What follows belongs to an exercise in optimizing a design on an open flow for small area, a short achievable clock period and few clock cycles per item; a production flow would make more cautious choices.
Function was checked by simulation only, so behaviour that the tests miss may differ from the original.
Power figures rest on the tool's default switching activity, not on a simulated workload.

## oak
// ldl_solve_top
module ldl_solve_top (
    input  logic        clk,
    input  logic        rst,
    input  logic [7:0]  paddr,
    input  logic        psel,
    input  logic        penable,
    input  logic        pwrite,
    input  logic [31:0] pwdata,
    output logic [31:0] prdata,
    output logic        pready,
    output logic        pslverr,
    output logic        done
);
Size: ~520 flip-flops, about 80 I/O pins.
clock: 7.0 ns
lec_check: 0
cap_margin: 20
core_margin: 2
core_utilization: 70
setup_slack_margin: 3.6
slew_margin: 20
run.sh (not shown) runs the stock make flow with config.mk's settings and CLKGATE_MAP_FILE= SYNTH_SCRIPT=/design/flow/synth_recipe.tcl, a recipe that flattens the netlist after the stock synthesis.
The flow did not stop early for oak: all stages ran, and the layout cleared the timing, DRC and antenna checks.
Testbench counts of oak, summed over its fixed seeds: cycles 2,784, solves 72.
The following lists how pine was set up differently from oak:
- ABC_AREA now 1, previously not set
- CORE_UTILIZATION now 60, was 70
- SETUP_SLACK_MARGIN now 4.0, was 3.6
[summary]
- pine has completed all stages; timing, DRC and antenna checks passed.
- Headroom to the max-slew limit up 7.3 points in pine wrt oak
- Going from oak to pine, fraction of area in clock buffers and inverters essentially unchanged; total stage count of the critical path increased 5; netlist area before placement increased 3.7%; clock buffer count increased about 14%.
- On total die area, pine does worse than oak.
- pine has share of power burned in the clock network above what oak had.
- Clock period minus worst slack in pine is 0.28 ns lower than in oak
- pine vs oak, startpoint-to-endpoint class of the critical path: reg2reg vs reg2out
- Relative to oak, power has gone up in pine.
- HPWL after detailed placement: lower on oak
#### Input delta (birch over pine)
- ABC_AREA no longer set, was 1
### Flow results
birch vs. pine: synthesized-area fraction occupied by ao, oa, aoi and oai cells went up by 3.9 points.
Cell area after placement ended up 870 um^2 lower on birch than on pine.
Going from pine to birch, the starting density of the core was found to have gone up by 0.47 points.
Relative to pine, the design area of birch is lower by about 2.3%.
Compared with pine, the detailed router inserted fewer vias in birch.
Going from pine to birch, post-synthesis instance total shrank by more than a quarter.
From pine to birch the numbers moved as follows: total power went down; final wirelength went down.
Setup changes, birch to maple
- a change of SETUP_SLACK_MARGIN from 4.0 to 4.2
- an added CTS_CLUSTER_DIAMETER of 80
- an added CTS_CLUSTER_SIZE of 30
Results
Status: xor/xnor share of the synthesized area parity (maple, birch)
Clock network power | maple below birch
Per the comparison of maple with birch, fraction of power consumed by combinational cells went up 7.6 points, area taken by multi-input logic gates rose about 8%.
Largest fanout on the critical path down 1 in maple wrt birch

---

Another version of the RTL of ldl_solve_top (not shown whole).
Size: roughly 2000 cells after synthesis, about 520 flip-flops, about 80 I/O pins, roughly 0.026 mm² of cells after synthesis.
make LEC_CHECK=0 CAP_MARGIN=20 CORE_MARGIN=2 CORE_UTILIZATION=66 CTS_CLUSTER_DIAMETER=80 CTS_CLUSTER_SIZE=30 SETUP_SLACK_MARGIN=4.0 SLEW_MARGIN=20 TNS_END_PERCENT=10 finish   # period 7.0 ns
The starting point finished with timing, DRC and antenna clean.
Testbench counts at the start, summed over its fixed seeds: cycles 2,784, solves 72.
Edit:
CORE_UTILIZATION = 50   (was 66)
What happened:
- first-iteration DRC count drops by 20%
- die area climbs by 31%
- via count drops by 1.3%
Edit:
CORE_UTILIZATION = 60   (was 50)
SETUP_SLACK_MARGIN = 4.3   (was 4.0)
The changed run ran to the end with no violations.
Wire length went down by about 2.6%.
Clock power came out lower by about 11%.
Final cell count shrinks by 5.2%.
Worst setup slack gains 0.13 ns.
Die area is lower by 16%.
Clock-buffer cell count is lower by 3.
Global-route usage rises by 5.6 points.
Utilization increases by 12 points.
Edit:
SETUP_SLACK_MARGIN = 4.0   (was 4.3)
TNS_END_PERCENT = 20   (was 10)
Effect: The changed run completed with no timing, DRC or antenna violations. Fmax drops by about 4%. Synthesized cell count does not change. Final cell count came out lower by 0.68%. Routed wire length falls by about 3%.

---

Starting RTL as in the previous note.
Settings: LEC_CHECK=0, CAP_MARGIN=20, CORE_MARGIN=2, CORE_UTILIZATION=60, CTS_CLUSTER_DIAMETER=80, CTS_CLUSTER_SIZE=30, SETUP_SLACK_MARGIN=3.8, SLEW_MARGIN=20, TNS_END_PERCENT=10; clock period 7.0 ns.
Testbench counts at the start, summed over its fixed seeds: cycles 2,784, solves 72.
==> next run, changes <==
- SETUP_SLACK_MARGIN: 3.8 -> 4.0
- TNS_END_PERCENT: 10 -> unset
=>
- fmax rose by a few percent
- synthesized area does not change
- core utilization rose by 2.1 points
- setup slack improves by 0.10 ns
- cell area rose by a few percent
- total power rose slightly
==> next run, changes <==
- TNS_END_PERCENT: unset -> 10
Effect: The new run ran to the end with no violations; routed wire length shrinks by about 4%; final area shrinks by 2.8%; worst setup slack loses 0.078 ns; synthesized area stays the same; sequential cell count is unchanged; power shrinks by 1.4%.
==> next run, changes <==
- TNS_END_PERCENT: 10 -> 3
Cell count grows by 0.73%.
Wire length rises by 3.2%.
Die area does not change.
Design area increases by 1.3%.
Utilization came out higher by 0.90 points.
Register-to-register slack is better by 0.05 ns.
Flip-flop and latch count is unchanged.
Sequential share of layout area shrinks by 0.54 points.
Clock skew went down by 0.0072 ns.
Global-route usage climbs by 0.35 points.

separate check: timing with driven ports:
Ports are ideal in the flow. The routed layouts listed here were re-timed in OpenROAD. Step 1 (the two cells are an assumption about what drives the block):
set clk [get_ports {clk}]
set_driving_cell -lib_cell sky130_fd_sc_hd__clkbuf_16 $clk
set_driving_cell -lib_cell sky130_fd_sc_hd__buf_2 [delete_from_list [all_inputs] $clk]
Step 2 adds t to the input delays and takes it off the output delays; t is the mean of the earliest and latest rising clock arrival at the registers after step 1. Input paths then give back, and output paths get back, about the clock's delay inside the block. Three values: no drivers, after step 1, after step 2; two values: the first two.
run	t (ns)	slack for setup (ns)	hold WS [ns]	latest minus earliest clock arrival (ns)
oak	0.659	3.613 / 3.556 / 3.088	0.483 / 0.483 / 0.483	0.020 / 0.020
pine	0.693	3.895 / 3.838 / 3.344	0.443 / 0.443 / 0.443	0.029 / 0.028
birch	0.674	3.877 / 3.817 / 3.411	0.482 / 0.482 / 0.482	0.027 / 0.028
maple	0.659	3.862 / 3.807 / 3.490	0.485 / 0.485 / 0.485	0.022 / 0.023
the first run of note 2	0.661	3.813 / 3.761 / 3.181	0.490 / 0.490 / 0.490	0.027 / 0.027
the second run of note 2	0.685	3.816 / 3.776 / 3.170	0.500 / 0.500 / 0.500	0.054 / 0.054
the third run of note 2	0.661	3.942 / 3.942 / 3.443	0.490 / 0.490 / 0.490	0.028 / 0.028
the fourth run of note 2	0.680	3.809 / 3.751 / 3.238	0.502 / 0.502 / 0.502	0.045 / 0.044
the first run of note 3	0.675	3.782 / 3.726 / 3.225	0.505 / 0.505 / 0.505	0.039 / 0.039
the second run of note 3	0.661	3.883 / 3.883 / 3.353	0.503 / 0.503 / 0.503	0.025 / 0.025
the third run of note 3	0.674	3.804 / 3.747 / 3.264	0.506 / 0.506 / 0.506	0.051 / 0.051
the fourth run of note 3	0.667	3.805 / 3.773 / 3.177	0.507 / 0.507 / 0.507	0.039 / 0.039
After both steps every run listed still meets setup and hold. The setup slack of the second run of note 2, which loses most, moves by -0.040 ns with the drivers and by -0.646 ns with both steps.
